This is an optimization exercise on Yosys and OpenROAD, whose aim is small area and a short achievable clock period, not a production implementation. Function was checked by simulation only, so behaviour that the tests miss may differ from the original. Power and IR drop assume default switching activity.

==> inputs of run M <==
// array_multiplier
module array_multiplier (
	input  logic                     clk,
	input  logic                     reset,
	input  logic                     in_valid,
	input  mult_sizes_pkg::operand_t x,
	input  mult_sizes_pkg::operand_t y,
	output logic                     product_valid,
	output mult_sizes_pkg::product_t product
);
==> flow/config.mk <==
export PLATFORM = sky130hd
export DESIGN_NAME = array_multiplier
export DESIGN_NICKNAME = array_multiplier
export VERILOG_FILES = /design/flow/design.v
export SDC_FILE = /design/flow/constraint.sdc
export NUM_CORES = 4
export LEC_CHECK = 0
export CAP_MARGIN = 20
export CORE_MARGIN = 2
export CORE_UTILIZATION = 60
export PLACE_DENSITY = 0.75
export SETUP_SLACK_MARGIN = 3.72
export SLEW_MARGIN = 20
export SYNTH_HIERARCHICAL = 1
==> flow/constraint.sdc <==
create_clock -name core_clock -period 6.0 [get_ports {clk}]
set_input_delay 1.2000 -clock core_clock [delete_from_list [all_inputs] [get_ports {clk}]]
set_output_delay 1.2000 -clock core_clock [all_outputs]
set_load 0.01 [all_outputs]
standard.sh (not shown) runs the stock make flow with config.mk's settings and CLKGATE_MAP_FILE= SYNTH_SCRIPT=/design/flow/synth_recipe.tcl, a recipe that flattens the netlist after the stock synthesis.
==> flow/flow/run.sh <==
#!/bin/bash
# Layout flow: the standard ORFS flow (standard.sh, unchanged synthesis),
# with smaller port buffers and a clock tree built from clkbuf_8 without
# dummy loads. Each tool's output goes to a log file in this folder.
set -euo pipefail
export BUFFER_PORTS_ARGS="-buffer_cell sky130_fd_sc_hd__buf_1"
export CTS_ARGS="-sink_clustering_enable -repair_clock_nets -sink_clustering_size 12 -sink_clustering_max_diameter 60 -buf_list sky130_fd_sc_hd__clkbuf_8 -dont_use_dummy_load"
bash standard.sh finish > flow_make.log 2>&1
==> inputs of run X, as changes to run M <==
--- a/flow/config.mk
+++ b/flow/config.mk
@@ -8,7 +8,7 @@
 export CAP_MARGIN = 20
 export CORE_MARGIN = 2
-export CORE_UTILIZATION = 60
-export PLACE_DENSITY = 0.75
-export SETUP_SLACK_MARGIN = 3.72
+export CORE_UTILIZATION = 55
+export PLACE_DENSITY = 0.7
+export SETUP_SLACK_MARGIN = 3.76
 export SLEW_MARGIN = 20
 export SYNTH_HIERARCHICAL = 1
==> flow_summary.yaml <==
grt:
  grt.total_usage_pct: 22.17
outcome:
  status: "finished clean"
detailed_routing:
  viasPerCell: 5.317
  avgRoutedWirePerCell_um: 18.68
layout:
  buffer_area_share_pct: 6.114
sta:
  finalCriticalPeriod_ns: 2.261
worst_setup_path:
  rr_startpoint: "r865"
-- figures above: run X

==> flow_summary.yaml <==
outcome:
  status: "finished clean"
detailed_routing:
  avgRoutedWirePerCell_um: 18.03
worst_setup_path:
  rr_startpoint: "r896"
sta:
  finalCriticalPeriod_ns: 2.304
layout:
  n_all_inverters: 3
  buffer_area_share_pct: 3.309
worst_hold_path:
  hold_depth: 0
-- figures above: run M


==> inputs of 06-24 <==
array_multiplier, a different RTL version from the one above (not shown whole).
export LEC_CHECK = 0
export CAP_MARGIN = 20
export CORE_MARGIN = 2
export CORE_UTILIZATION = 40
export SETUP_SLACK_MARGIN = 2.4
export SLEW_MARGIN = 20
export SYNTH_HIERARCHICAL = 1
create_clock -name core_clock -period 6.0 [get_ports {clk}]
==> flow/flow/run.sh <==
#!/bin/bash
# Layout flow: the standard ORFS flow (standard.sh, unchanged synthesis),
# with smaller port buffers and a clock tree built from clkbuf_8 without
# dummy loads. Each tool's output goes to a log file in this folder.
set -euo pipefail
export BUFFER_PORTS_ARGS="-buffer_cell sky130_fd_sc_hd__buf_1"
export CTS_ARGS="-sink_clustering_enable -repair_clock_nets -buf_list sky130_fd_sc_hd__clkbuf_8 -dont_use_dummy_load"
bash standard.sh finish > flow_make.log 2>&1
==> 05-07: changes against 06-24 <==
- SETUP_SLACK_MARGIN: 2.4 -> 2.8
==> 01-03: changes against 06-24 <==
- SETUP_SLACK_MARGIN: 2.4 -> 3.0
==> run notes <==
Combinational power: 01-03 > 06-24 > 05-07. In die area, 05-07 and 06-24 do not differ. Synthesized cell count is the same in 05-07 and 06-24. Sequential share of layout area: 06-24 > 05-07 > 01-03. Cell count, highest first: 01-03, 06-24, 05-07. Sequential cell count is the same in 01-03 and 05-07. In 05-07 the non-clock buffer count is lower than in 06-24, by 1. The highest wire length belongs to 01-03, the lowest to 05-07. Clock skew, lowest first: 05-07, 06-24, 01-03. Of 06-24 and 05-07, 05-07 has the higher hold slack (gap 14 ps). Design area: 01-03 is higher than 05-07 (7.6%).

==> job 7183: inputs <==
Another version of the RTL of array_multiplier (not shown whole).
export LEC_CHECK = 0
export CAP_MARGIN = 20
export CORE_MARGIN = 2
export CORE_UTILIZATION = 40
export SETUP_SLACK_MARGIN = 2.95
export SLEW_MARGIN = 20
export SYNTH_HIERARCHICAL = 1
create_clock -name core_clock -period 6.0 [get_ports {clk}]
Scripts as last shown in full above: flow/flow/run.sh
==> job 7151: changes against job 7183 <==
- SETUP_SLACK_MARGIN: 2.95 -> 2.8
==> flow_metrics.env <==
export IMPL_nets=1091
export IMPL_outcome="timing/DRC/antenna clean"
export IMPL_fin_cells=1109
export IMPL_cp_required_ns=6.29
export IMPL_peakVddDrop_v=0.0002788
export IMPL_post_place_ws_ns=1.770
export IMPL_drive_gt1_share_pct=23.88
export IMPL_place_hpwl_mm=14.50
export IMPL_viasPerCell=5.086
export IMPL_crit_cells=6
Source of the figures above: job 7183

==> flow_metrics.env <==
export IMPL_drive_gt1_share_pct=18.13
export IMPL_cp_required_ns=6.30
export IMPL_nets=1084
export IMPL_peakVddDrop_v=0.0002378
export IMPL_post_place_ws_ns=1.810
export IMPL_outcome="timing/DRC/antenna clean"
export IMPL_place_hpwl_mm=14.59
Source of the figures above: job 7151


==> job 259: inputs <==
array_multiplier with an RTL version that a note above also has.
export LEC_CHECK = 0
export CAP_MARGIN = 20
export CORE_MARGIN = 2
export CORE_UTILIZATION = 50
export PLACE_DENSITY = 0.65
export SETUP_SLACK_MARGIN = 3.72
export SLEW_MARGIN = 20
export SYNTH_HIERARCHICAL = 1
create_clock -name core_clock -period 6.0 [get_ports {clk}]
==> flow/flow/run.sh <==
#!/bin/bash
# Layout flow: the standard ORFS flow (standard.sh, unchanged synthesis),
# with smaller port buffers and a clock tree built from clkbuf_8 without
# dummy loads. Each tool's output goes to a log file in this folder.
set -euo pipefail
export BUFFER_PORTS_ARGS="-buffer_cell sky130_fd_sc_hd__buf_1"
export CTS_ARGS="-sink_clustering_enable -repair_clock_nets -sink_clustering_size 12 -sink_clustering_max_diameter 60 -buf_list sky130_fd_sc_hd__clkbuf_8 -dont_use_dummy_load"
bash standard.sh finish > flow_make.log 2>&1
==> job 3315 (differences from job 259) <==
--- a/flow/config.mk
+++ b/flow/config.mk
@@ -8,6 +8,6 @@
 export CAP_MARGIN = 20
 export CORE_MARGIN = 2
-export CORE_UTILIZATION = 50
-export PLACE_DENSITY = 0.65
+export CORE_UTILIZATION = 55
+export PLACE_DENSITY = 0.7
 export SETUP_SLACK_MARGIN = 3.72
 export SLEW_MARGIN = 20
==> qor summary <==
item	job 259	job 3315
Status	timing/DRC/antenna clean	timing/DRC/antenna clean
Area growth syn-to-layout	7.42%	7.28%
Crit path required time	6410 ps	6420 ps
Minimum setup slack after placement	3370 ps	3370 ps
Net Sw Frac	34.2%	34.1%
Wire length per cell	17.3 µm	17.1 µm
Fillers	1826	1560
Layout buffering overhead excluding clock cells	2.24%	2.17%
Starting density of the core	51.2%	55.8%
Number of placement rows	53	51
Non-Filler Cell Area, Final	11600 µm²	11600 µm²
Startpoint of the worst hold path	r1018	r1034
P_comb	2.12 mW	2.11 mW
Leakage	4.31 nW	4.30 nW
Met3 GRT Util	4.76%	4.57%
Peak supply drop	0.225 mV	0.248 mV

==> job 4476 <==
Starting RTL as in the previous note.
export LEC_CHECK = 0
export CAP_MARGIN = 20
export CORE_MARGIN = 2
export CORE_UTILIZATION = 55
export PLACE_DENSITY = 0.7
export SETUP_SLACK_MARGIN = 3.7
export SLEW_MARGIN = 20
export SYNTH_HIERARCHICAL = 1
create_clock -name core_clock -period 6.0 [get_ports {clk}]
Scripts as last shown in full above: flow/flow/run.sh
==> inputs of job 4738, as changes to job 4476 <==
--- a/flow/config.mk
+++ b/flow/config.mk
@@ -11,3 +11,3 @@
 export PLACE_DENSITY = 0.7
-export SETUP_SLACK_MARGIN = 3.7
+export SETUP_SLACK_MARGIN = 3.68
 export SLEW_MARGIN = 20
==> qor summary <==
Total Power: job 4738 5.19 mW; job 4476 5.18 mW
Hold Path Origin: job 4738 r1026; job 4476 r1036
Endpoint of the lowest-slack register-to-register path: job 4738 r921; job 4476 r912
Arrival time worst endpoint: job 4738 2.64 ns; job 4476 2.67 ns
Run status: job 4738 finished clean; job 4476 finished clean
Via Count: job 4738 6110; job 4476 6259
Fin Hold WS: job 4738 0.331 ns; job 4476 0.330 ns
Met2 GRT Util: job 4738 33.4%; job 4476 33.8%
Share of the final layout cell area in multi-input gates: job 4738 53.5%; job 4476 53.4%
Met3 Wirelength: job 4738 1.85 mm; job 4476 1.96 mm
Num CTS Buffers: job 4738 23; job 4476 22
Area of the multi-input gates: job 4738 6200 sq um; job 4476 6210 sq um
Final-layout clock buffer total: job 4738 23; job 4476 22
Min Tclk post-route: job 4738 2.27 ns; job 4476 2.27 ns
Clock group share of total power: job 4738 15.2%; job 4476 14.9%
Synthesis-to-finish area growth: job 4738 7.32%; job 4476 7.69%
Utilization after layout: job 4738 59.9%; job 4476 60.1%
Pleak: job 4738 4.31 nW; job 4476 4.33 nW
Number of filler cells placed in the layout: job 4738 1583; job 4476 1544
Share of final layout cell area taken by non-clock buffers: job 4738 2.17%; job 4476 2.53%
Reg-to-reg startpoint: job 4738 r860; job 4476 r877
Final HPWL DP: job 4738 15.0 mm; job 4476 15.1 mm
Smallest setup slack after layout: job 4738 3.73 ns; job 4476 3.73 ns
Global Route met1 Usage: job 4738 30.2%; job 4476 30.1%
Setup slack, reg-to-reg: job 4738 3.73 ns; job 4476 3.73 ns
Routed wire per std cell: job 4738 17.5 microns; job 4476 17.6 microns

[static timing again, ports no longer ideal]
No port has a modelled driver above. Below, the same layouts with a new extraction and two added sets of constraints. Step 1 assumes that a clkbuf_16 drives the clock port and a buf_2 every other input. Step 2 times the ports against the registers' clock, not the clock port: input delays grow and output delays shrink by t, the midpoint of the rising clock arrivals with the driver on. Slacks: no drivers / after step 1 / after step 2; pairs: no drivers / after step 1.
| run | t, ns | setup slack, ns | hold slack, ns |
|---|---|---|---|
| run M | 0.561 | 3.696 / 3.696 / 3.696 | 0.302 / 0.302 / 0.302 |
| run X | 0.576 | 3.739 / 3.739 / 3.739 | 0.313 / 0.313 / 0.313 |
| 06-24 | 0.482 | 2.440 / 2.449 / 1.967 | 0.316 / 0.316 / 0.316 |
| 05-07 | 0.471 | 2.782 / 2.802 / 2.331 | 0.329 / 0.329 / 0.329 |
| 01-03 | 0.490 | 2.994 / 2.995 / 2.506 | 0.319 / 0.319 / 0.319 |
| job 7183 | 0.475 | 2.929 / 2.903 / 2.428 | 0.325 / 0.325 / 0.325 |
| job 7151 | 0.471 | 2.835 / 2.850 / 2.380 | 0.325 / 0.325 / 0.325 |
| job 259 | 0.568 | 3.731 / 3.731 / 3.731 | 0.306 / 0.306 / 0.306 |
| job 3315 | 0.556 | 3.744 / 3.744 / 3.744 | 0.315 / 0.315 / 0.315 |
| job 4476 | 0.554 | 3.725 / 3.725 / 3.725 | 0.330 / 0.330 / 0.330 |
| job 4738 | 0.549 | 3.726 / 3.726 / 3.726 | 0.331 / 0.331 / 0.331 |
After both steps every run listed still meets setup and hold. The setup slack of job 7183, which loses most, moves by -0.026 ns with the drivers and by -0.501 ns with both steps.
